This is an optimization exercise on Yosys and OpenROAD, whose aim is small area and a short achievable clock period, not a production implementation.
The RTL was checked by simulation tests, not by an equivalence proof against the original design.

==> flow/design.v, too long to show whole: its modules and the start of the top module <==
// module beamformer_top: 3681 lines
module beamformer_top (
	input  wire         clock,
	input  wire         reset,
	input  wire         in_valid,
	input  wire [79:0]  sample_i,
	input  wire [79:0]  sample_q,
	input  wire         wr_en,
	input  wire [2:0]   wr_elem,
	input  wire [1:0]   wr_sel,
	input  wire [4:0]   wr_data,
	output wire         out_valid,
	output wire [15:0]  out_i,
	output wire [15:0]  out_q
);
  // ...
==> flow/flow/run.sh <==
#!/bin/bash
set -euo pipefail
R=$PWD/orfs/results/sky130hd/beamformer_top/base
ARGS=(SETUP_SLACK_MARGIN=5.9
	"BUFFER_PORTS_ARGS=-buffer_cell sky130_fd_sc_hd__buf_2"
	"CTS_ARGS=-sink_clustering_enable -repair_clock_nets -dont_use_dummy_load -sink_clustering_size 25 -sink_clustering_max_diameter 90")
bash standard.sh "${ARGS[@]}" "$R/1_2_yosys.v" > synth.log 2>&1
cp "$R/1_2_yosys.v" "$R/1_2_yosys.standard.v"
python3 flow/fixinv.py "$R/1_2_yosys.standard.v" "$R/1_2_yosys.v" > fixinv.log 2>&1
bash standard.sh "${ARGS[@]}" finish > layout.log 2>&1
==> flow/flow/fixinv.py <==
#!/usr/bin/env python3
"""Remove inverters around full-adder cells in a Yosys netlist.

Yosys's extract_fa often builds a full adder on inverted inputs and inverts
its outputs back. A full adder is self-dual, fa(~a,~b,~c) = (~sum, ~cout),
so a cell can swap the polarity of all its pins: where that lets inverters
on its inputs and outputs cancel, this script does so. Registers and every
other cell are left as they are.

usage: fixinv.py IN.v OUT.v
"""
import re
import sys

FA = 'sky130_fd_sc_hd__fa_'
INV = ('sky130_fd_sc_hd__inv_', 'sky130_fd_sc_hd__clkinv_')
OUTPINS = {'X', 'Y', 'Q', 'Q_N', 'SUM', 'COUT', 'HI', 'LO'}

src = open(sys.argv[1]).read()
inst_re = re.compile(r'^(\s*)(sky130_fd_sc_hd__\w+)\s+(\S+)\s*\((.*?)\);\n', re.S | re.M)
pin_re = re.compile(r'\.(\w+)\(\s*(.*?)\s*\)\s*(?:,|$)', re.S)

insts = {}
order = []
for m in inst_re.finditer(src):
    typ, name, body = m.group(2), m.group(3), m.group(4)
    pins = dict((p, n.strip()) for p, n in pin_re.findall(body))
    insts[name] = [typ, pins]
    order.append(name)
rest = inst_re.sub('', src)

m = re.search(r'module\s+\w+\s*\((.*?)\);', src, re.S)
ext_text = '\n'.join(l for l in rest.split(';') if re.match(r'\s*(input|output|inout|assign)\b', l))
ext_names = set(re.findall(r'(\\\S+|[A-Za-z_][\w$]*)', ext_text))
# port names from the header too
ext_names |= set(re.findall(r'(\\\S+|[A-Za-z_][\w$]*)', m.group(1)))


def is_inv(t):
    return t.startswith(INV)


drv = {}
loads = {}


def rebuild():
    drv.clear()
    loads.clear()
    for n, (t, pins) in insts.items():
        for p, net in pins.items():
            if p in OUTPINS:
                drv[net] = (n, p)
            else:
                loads.setdefault(net, []).append((n, p))


rebuild()
cnt = [0]


def newnet():
    cnt[0] += 1
    return '_fixinv_%d_' % cnt[0]


new_wires = []


def external(net):
    return net in ext_names or net.startswith("1'")


def inv_of(net):
    """A net carrying ~net without adding a cell, or None."""
    d = drv.get(net)
    if d and is_inv(insts[d[0]][0]):
        return insts[d[0]][1]['A']
    for (n, p) in loads.get(net, []):
        if is_inv(insts[n][0]) and n in insts:
            return insts[n][1]['Y']
    return None


def gain(name):
    t, pins = insts[name]
    g = 0
    for p in ('A', 'B', 'CIN'):
        net = pins[p]
        d = drv.get(net)
        if d and is_inv(insts[d[0]][0]) and len(loads.get(net, [])) == 1 and not external(net):
            g += 1          # that inverter goes away
        elif inv_of(net) is None:
            g -= 1          # a new inverter is needed
    for p in ('SUM', 'COUT'):
        net = pins[p]
        ls = loads.get(net, [])
        invs = [n for (n, q) in ls if is_inv(insts[n][0]) and not external(insts[n][1]['Y'])]
        others = len(ls) - len(invs) + (1 if external(net) else 0)
        g += len(invs)
        if others:
            g -= 1
    return g


def flip(name):
    t, pins = insts[name]
    for p in ('A', 'B', 'CIN'):
        net = pins[p]
        d = drv.get(net)
        if d and is_inv(insts[d[0]][0]) and len(loads.get(net, [])) == 1 and not external(net):
            a = insts[d[0]][1]['A']
            del insts[d[0]]
            pins[p] = a
        else:
            alt = inv_of(net)
            if alt is None:
                alt = newnet()
                new_wires.append(alt)
                insts['_fixinv_i%d_' % cnt[0]] = ['sky130_fd_sc_hd__inv_1', {'A': net, 'Y': alt}]
                order.append('_fixinv_i%d_' % cnt[0])
            pins[p] = alt
        rebuild()
    for p in ('SUM', 'COUT'):
        net = pins[p]
        ls = loads.get(net, [])
        invs = [n for (n, q) in ls if is_inv(insts[n][0]) and not external(insts[n][1]['Y'])]
        others = [(n, q) for (n, q) in ls if n not in invs]
        nn = newnet()
        new_wires.append(nn)
        pins[p] = nn            # the cell now drives ~old value on nn
        for n in invs:
            y = insts[n][1]['Y']
            del insts[n]
            # loads of y now read nn directly
            for (m2, q2) in loads.get(y, []):
                if m2 in insts:
                    insts[m2][1][q2] = nn
        if others or external(net):
            insts['_fixinv_o%d_' % cnt[0]] = ['sky130_fd_sc_hd__inv_1', {'A': nn, 'Y': net}]
            order.append('_fixinv_o%d_' % cnt[0])
        rebuild()


before = sum(1 for t, _ in insts.values() if is_inv(t))
changed = True
passes = 0
while changed and passes < 20:
    changed = False
    passes += 1
    for name in list(order):
        if name in insts and insts[name][0].startswith(FA) and gain(name) > 0:
            flip(name)
            changed = True
after = sum(1 for t, _ in insts.values() if is_inv(t))

# emit
out = []
ins = []
for name in order:
    if name not in insts:
        continue
    t, pins = insts[name]
    body = ',\n'.join('    .%s(%s%s)' % (p, n, ' ' if n.startswith('\\') else '') for p, n in pins.items())
    ins.append('  %s %s (\n%s\n  );\n' % (t, name, body))
text = rest
idx = text.rindex('endmodule')
wires = ''.join('  wire %s;\n' % w for w in new_wires)
# put new wires after the module header
hdr_end = re.search(r'module\s+\w+\s*\(.*?\);\n', text, re.S).end()
text = text[:hdr_end] + wires + text[hdr_end:]
idx = text.rindex('endmodule')
text = text[:idx] + ''.join(ins) + text[idx:]
open(sys.argv[2], 'w').write(text)
print('inverters: %d -> %d (%d passes)' % (before, after, passes), file=sys.stderr)
==> flow/standard.sh <==
#!/bin/bash
# synth_recipe.tcl (not shown) runs the flow's synth.tcl, then flattens the netlist and writes it again
# the make line also repeats each setting of config.mk as NAME=value (left out here)
make -C /OpenROAD-flow-scripts/flow DESIGN_CONFIG=/design/flow/config.mk WORK_HOME=/design/flow/orfs CLKGATE_MAP_FILE= SYNTH_SCRIPT=/design/flow/synth_recipe.tcl "${@:-finish}"
==> flow/config.mk <==
export PLATFORM = sky130hd
export DESIGN_NAME = beamformer_top
export DESIGN_NICKNAME = beamformer_top
export VERILOG_FILES = /design/flow/design.v
export SDC_FILE = /design/flow/constraint.sdc
export NUM_CORES = 4
export LEC_CHECK = 0
export CAP_MARGIN = 20
export CORE_MARGIN = 2
export CORE_UTILIZATION = 55
export SETUP_SLACK_MARGIN = 5
export SLEW_MARGIN = 20
==> flow/constraint.sdc <==
create_clock -name core_clock -period 9.0 [get_ports {clock}]
set_input_delay 1.8000 -clock core_clock [delete_from_list [all_inputs] [get_ports {clock}]]
set_output_delay 1.8000 -clock core_clock [all_outputs]
set_load 0.01 [all_outputs]
==> results.toml, run 1 <==
[worst_setup_path]
cp_top_family = "compound AO/OA/AOI/OAI gates"
r2r_slack_ns = 5.82
crit_type = "reg -> reg"
crit_path_max_fanout = 12

[worst_hold_path]
hp-start = "vi_2l_r[3]"

[cells_and_area]
inverters_excl_clock = 881
mostFrequentLayoutCell = "xnor2_1"
final-nonclk-buf-share_pct = 1.99
largest_register_ffs = 160
multi_input_area_share_pct = 59.9
seqCellArea_sq_um = 27400

[grt]
grt_first_pass_wirelength_mm = 358
grt_remaining_overflow = 0
grt_usage_pct = 28.6

[clocking]
htreeDepth = 3

[placement]
place_ws_ns = 4.60
placed_cell_area_sq_um = 89100

[route]
wirelength_mm = 230
dr_total_vias = 59400

[sta]
finalSetupTns_ns = 0
tightest_slew_ns = 0.964

[run_status]
status = "timing/DRC/antenna clean"

[floorplanning]
io_pins = 207

[yosys]
syn-num-nets = 10000
==> inputs of run 2 (changes only) <==
--- a/flow/flow/run.sh
+++ b/flow/flow/run.sh
@@ -2,5 +2,5 @@
 set -euo pipefail
 R=$PWD/orfs/results/sky130hd/beamformer_top/base
-ARGS=(SETUP_SLACK_MARGIN=5.9
+ARGS=(SETUP_SLACK_MARGIN=6.0
 	"BUFFER_PORTS_ARGS=-buffer_cell sky130_fd_sc_hd__buf_2"
 	"CTS_ARGS=-sink_clustering_enable -repair_clock_nets -dont_use_dummy_load -sink_clustering_size 25 -sink_clustering_max_diameter 90")
==> results.toml, run 2 <==
[sta]
maxSlewHeadroom_pct = 30.4
tightest_slew_ns = 1.04
drv_slew = 0
setup_ws_ns = 5.96
layout_min_cycle_time_ns = 3.04
max_clock_freq_mhz = 329
finalSetupTns_ns = 0
whs_ns = 0.415
finalHoldViolations = 0
skew_ns = 0.0858
finalSetupViolCount = 0
fin_crit_sh_pct = 33.8
rsz0062_at_grt = "yes"

[run_status]
status = "timing/DRC/antenna clean"

[route]
m1WireLength_mm = 101
wirelength_mm = 231
ant_nets = 0
route.met2.wl_mm = 108
viasPerCell = 5.75
route.met3.wl_mm = 14.7
post_drt_wl_per_cell_um = 22.4
maxUsedRoutingLayer = "met5"
dr.pass1.iters = 7
drc = 0
drt_iter0_drc = 5116
dr_total_vias = 59500

[worst_setup_path]
crit_required_ns = 7.20
crit_type = "reg -> out"
crit_arrival_ns = 1.24
worstPathBufferInverterCount = 1
path_cells = "buf_6"
slowest_delay_ns = 0.42
crit_path_end_kind = "output port"
crit_path_max_fanout = 1
critPathSlowestCell = "dfxtp_4"
worst_setup_path_start_kind = "flop"
cp_top_family = "flip-flops"

[placement]
gp_congestion = 0.874
place_ws_ns = 4.43
dp_hpwl_mm = 172
placed_cell_area_sq_um = 89000
numPortBuffers = 206

[grt]
grt_max_degree = 40
grt_usage_pct = 28.6
grt_pass1_vias = 60500
grt_remaining_overflow = 0
antenna_found_initial = 20
grt_first_pass_wirelength_mm = 358

[clocking]
cts-buffers-inserted = 74
cts_buffer_depth = 3
cts_sinks = 1273
htreeDepth = 3
cts-root-buf = "clkbuf_16"
clock_latency_ns = 0.72
clk_pin_slew_ns = 0.10
tritoncts = "built"

[cells_and_area]
reg.largest.list = "bank (160), si_r (80), sq_r (80)"
syn2layout_area_growth_pct = 6.78
largest_register_ffs = 160
drive_gt1_share_pct = 11.2
final_area_sq_um = 93200
largest-register = "bank"
fillerInstances = 13600
final_cell_mix = "xnor2_1, fa_1, a22oi_1, inv_1, dfxtp_1"
mostFrequentLayoutCell = "xnor2_1"
nets = 9914

[floorplanning]
chipWidth_um = 402
start_util_pct = 55.2
coreArea_sq_um = 158000
dieArea_sq_um = 162000
fp-row-count = 146
io_pins = 207
die_y_um = 402

[yosys]
netlist_area_sq_um = 87300
yosysWarnings = 1
syn-num-nets = 10000
netlist_instances = 8393
syn_avg_cell_area_sq_um = 10.4

[job]
drv_cap = 0

[worst_hold_path]
hp-class = "reg -> reg"
[run 2: metal layers]
metal / up-vias / GRT usage [%]
li1: 27500 / -
met1: 29700 / 39.5
met2: 1866 / 46.2
met3: 308 / 4.26
met4: 12 / 8.98
met5: - / 0
[run 2: what timing repair did]
action,in CTS,in global routing
hold buffers,0,0
buffers inserted,57,23
endpoints found under the hold margin,0,0
pin swaps,3,14
gates cloned,0,0
endpoints found under the setup margin,874,450
gates resized for setup,315,245
[run 2: worst paths after layout]
| check | start | slack (ns) | endpoint | depth (start not counted) |
|---|---|---|---|---|
| setup / recovery | oi_r[1] | 5.96 | out_i[1] | 1 |
| hold / removal | vi_2l_r[3] | 0.41 | ui_2[3] | 2 |
| setup reg to reg | vi_0l_r[4] | 6.03 | ui_0[12] | 10 |
| hold reg to reg | vi_2l_r[3] | 0.41 | ui_2[3] | 2 |
[run 2: stage by stage]
step / utilization, % / instances
6_report: 59.0 / 10300
5_1_grt: 59.0 / 10300
4_1_cts: 58.3 / 10300
3_5_place_dp: 56.3 / 10200
3_3_place_gp: 56.3 / 10200
2_1_floorplan: - / 8393
[run 2: final cells by class]
cell class / instances / area [sq um] / area share, %
Antenna cell: 11 / 27.5 / 0.0295
Clock buffer: 74 / 1850 / 1.99
Multi-Input combinational cell: 5720 / 55600 / 59.7
Tap cell: 2072 / 2590 / 2.78
Timing Repair Buffer: 310 / 2090 / 2.24
Inverter: 881 / 3420 / 3.67
Sequential cell: 1273 / 27600 / 29.6
==> inputs of run 3 (changes only) <==
--- a/flow/flow/run.sh
+++ b/flow/flow/run.sh
@@ -4,5 +4,5 @@
 ARGS=(SETUP_SLACK_MARGIN=6.0
 	"BUFFER_PORTS_ARGS=-buffer_cell sky130_fd_sc_hd__buf_2"
-	"CTS_ARGS=-sink_clustering_enable -repair_clock_nets -dont_use_dummy_load -sink_clustering_size 25 -sink_clustering_max_diameter 90")
+	"CTS_ARGS=-sink_clustering_enable -repair_clock_nets -dont_use_dummy_load -sink_clustering_size 30 -sink_clustering_max_diameter 100")
 bash standard.sh "${ARGS[@]}" "$R/1_2_yosys.v" > synth.log 2>&1
 cp "$R/1_2_yosys.v" "$R/1_2_yosys.standard.v"
==> results.toml, run 3 <==
[placement]
dp_hpwl_mm = 172
gp_congestion = 0.874
placed_cell_area_sq_um = 89000
numPortBuffers = 206

[worst_setup_path]
worstPathBufferInverterCount = 1
r2r-end = "ui_0[12]"
crit_path_max_fanout = 1
critPathSlowestCell = "dfxtp_4"
worst_setup_path_start_kind = "flop"
r2r_slack_ns = 6.06
crit_arrival_ns = 1.28
r2r.worst_path.cells = 10
slowest_delay_ns = 0.42
crit_type = "reg -> out"
cp_top_family = "flip-flops"
crit_path_end_kind = "output port"
crit-reg2reg-launch = "vi_0l_r[4]"
path_cells = "buf_6"
cp_num_cells = 1
crit_required_ns = 7.20

[worst_hold_path]
hp-start = "vi_5l_r[0]"
min_to = "ui_5[0]"
hold_depth = 2
hp-class = "reg -> reg"

[floorplanning]
dieArea_sq_um = 162000
die_y_um = 402
start_util_pct = 55.2
io_pins = 207
coreArea_sq_um = 158000
chipWidth_um = 402
fp-row-count = 146

[cells_and_area]
largest_register_ffs = 160
fillerInstances = 13700
final_cell_mix = "xnor2_1, fa_1, a22oi_1, inv_1, dfxtp_1"
nets = 9898
final_area_sq_um = 92700
postLayoutCoreUtil_pct = 58.7
mostFrequentLayoutCell = "xnor2_1"
largest-register = "bank"
reg.largest.list = "bank (160), si_r (80), sq_r (80)"
syn2layout_area_growth_pct = 6.29
drive_gt1_share_pct = 11.0

[route]
post_drt_wl_per_cell_um = 22.4
drt_iter0_drc = 5119
dr_total_vias = 59300
wirelength_mm = 231
dr.pass1.iters = 6
ant_nets = 0
drc = 0
viasPerCell = 5.74

[clocking]
cts_buffer_depth = 3
htreeDepth = 2
clock_latency_ns = 0.75
clk_pin_slew_ns = 0.11
cts-root-buf = "clkbuf_16"
cts_sinks = 1273
tritoncts = "built"
cts-buffers-inserted = 56

[sta]
fin_crit_sh_pct = 34.3
finalSetupViolCount = 0
maxSlewHeadroom_pct = 31.6
finalSetupTns_ns = 0
max_clock_freq_mhz = 324
layout_min_cycle_time_ns = 3.08
rsz0062_at_grt = "yes"
finalHoldViolations = 0
tightest_slew_ns = 1.03
skew_ns = 0.0971
drv_slew = 0

[yosys]
syn-num-nets = 10000
netlist_area_sq_um = 87300
yosysWarnings = 1
netlist_instances = 8393
syn_avg_cell_area_sq_um = 10.4

[run_status]
status = "timing/DRC/antenna clean"

[job]
drv_cap = 0

[grt]
grt_remaining_overflow = 0
grt_max_degree = 40
grt_first_pass_wirelength_mm = 357
grt_usage_pct = 28.4
grt_pass1_vias = 60400
antenna_found_initial = 22
==> run 3: cell type report <==
class / instances / area (sq um) / share of cell area, %
Timing Repair Buffer: 312 / 2120 / 2.29
Inverter: 881 / 3420 / 3.69
Sequential cell: 1273 / 27600 / 29.7
Antenna cell: 7 / 17.5 / 0.0189
Multi-Input combinational cell: 5720 / 55600 / 60.0
Tap cell: 2072 / 2590 / 2.80
Clock buffer: 56 / 1400 / 1.51
==> run 3: how the worst max path moves through the flow <==
stage	to	start	slack, ns
2_1_floorplan	bank[20][0]	reset	5.93
6_report	out_i[1]	oi_r[1]	5.92
5_1_grt	out_i[6]	oi_r[6]	5.88
3_5_place_dp	bank[28][0]	reset	4.43
4_1_cts	out_i[3]	oi_r[3]	5.88
3_3_place_gp	bank[4][0]	reset	4.42
==> run 3: metrics by stage <==
stage	worst slack, ns	hold slack (ns)	instances
global route	5.88	0.449	10300
CTS	5.88	0.428	10300
finish	5.92	0.428	10300
detailed placement	4.43	0.423	10200
floorplan	5.93	0.410	8393
global placement	4.42	0.420	10200
==> run 3: metal layers <==
metal / vias to the layer above / routed length (um) / global-route usage [%]
met5: - / 141 / 0
met4: 16 / 7440 / 9.05
met3: 283 / 14700 / 3.81
met2: 1838 / 108000 / 46.0
met1: 29600 / 101000 / 39.5
li1: 27500 / - / -
==> run 3: repair_timing <==
| action | 4_1_cts | 5_1_grt |
|---|---|---|
| setup buffers | 57 | 25 |
| hold buffers | 0 | 0 |
| resized for setup | 318 | 242 |
| pin swaps | 2 | 13 |
| setup endpoints to repair | 873 | 425 |

[port drivers added, routing unchanged]
How much do the figures lean on ideal ports? The routed layouts below were timed once more, with nothing changed but the port constraints. Step 1, drivers: a clkbuf_16 drives clock and a buf_2 each remaining input, both assumed. Step 2 times the ports against the registers' clock, not the clock port: input delays grow and output delays shrink by t, the midpoint of the rising clock arrivals with the driver on. a / b / c = ideal ports / drivers / drivers and shift; a / b = the first two.
| run | shift t [ns] | setup WS [ns] | hold slack, ns | worst data-port slew with drivers (ns) |
|---|---|---|---|---|
| run 1 | 0.764 | 5.818 / 5.818 / 5.245 | 0.422 / 0.422 / 0.422 | 0.17 |
| run 2 | 0.761 | 5.962 / 5.878 / 5.333 | 0.415 / 0.415 / 0.415 | 0.15 |
| run 3 | 0.781 | 5.916 / 5.833 / 5.310 | 0.428 / 0.428 / 0.428 | 0.17 |
After both steps setup and hold are still met in every run listed. For run 2, which loses most, drivers alone change the setup slack by -0.084 ns; drivers and shift together by -0.629 ns.
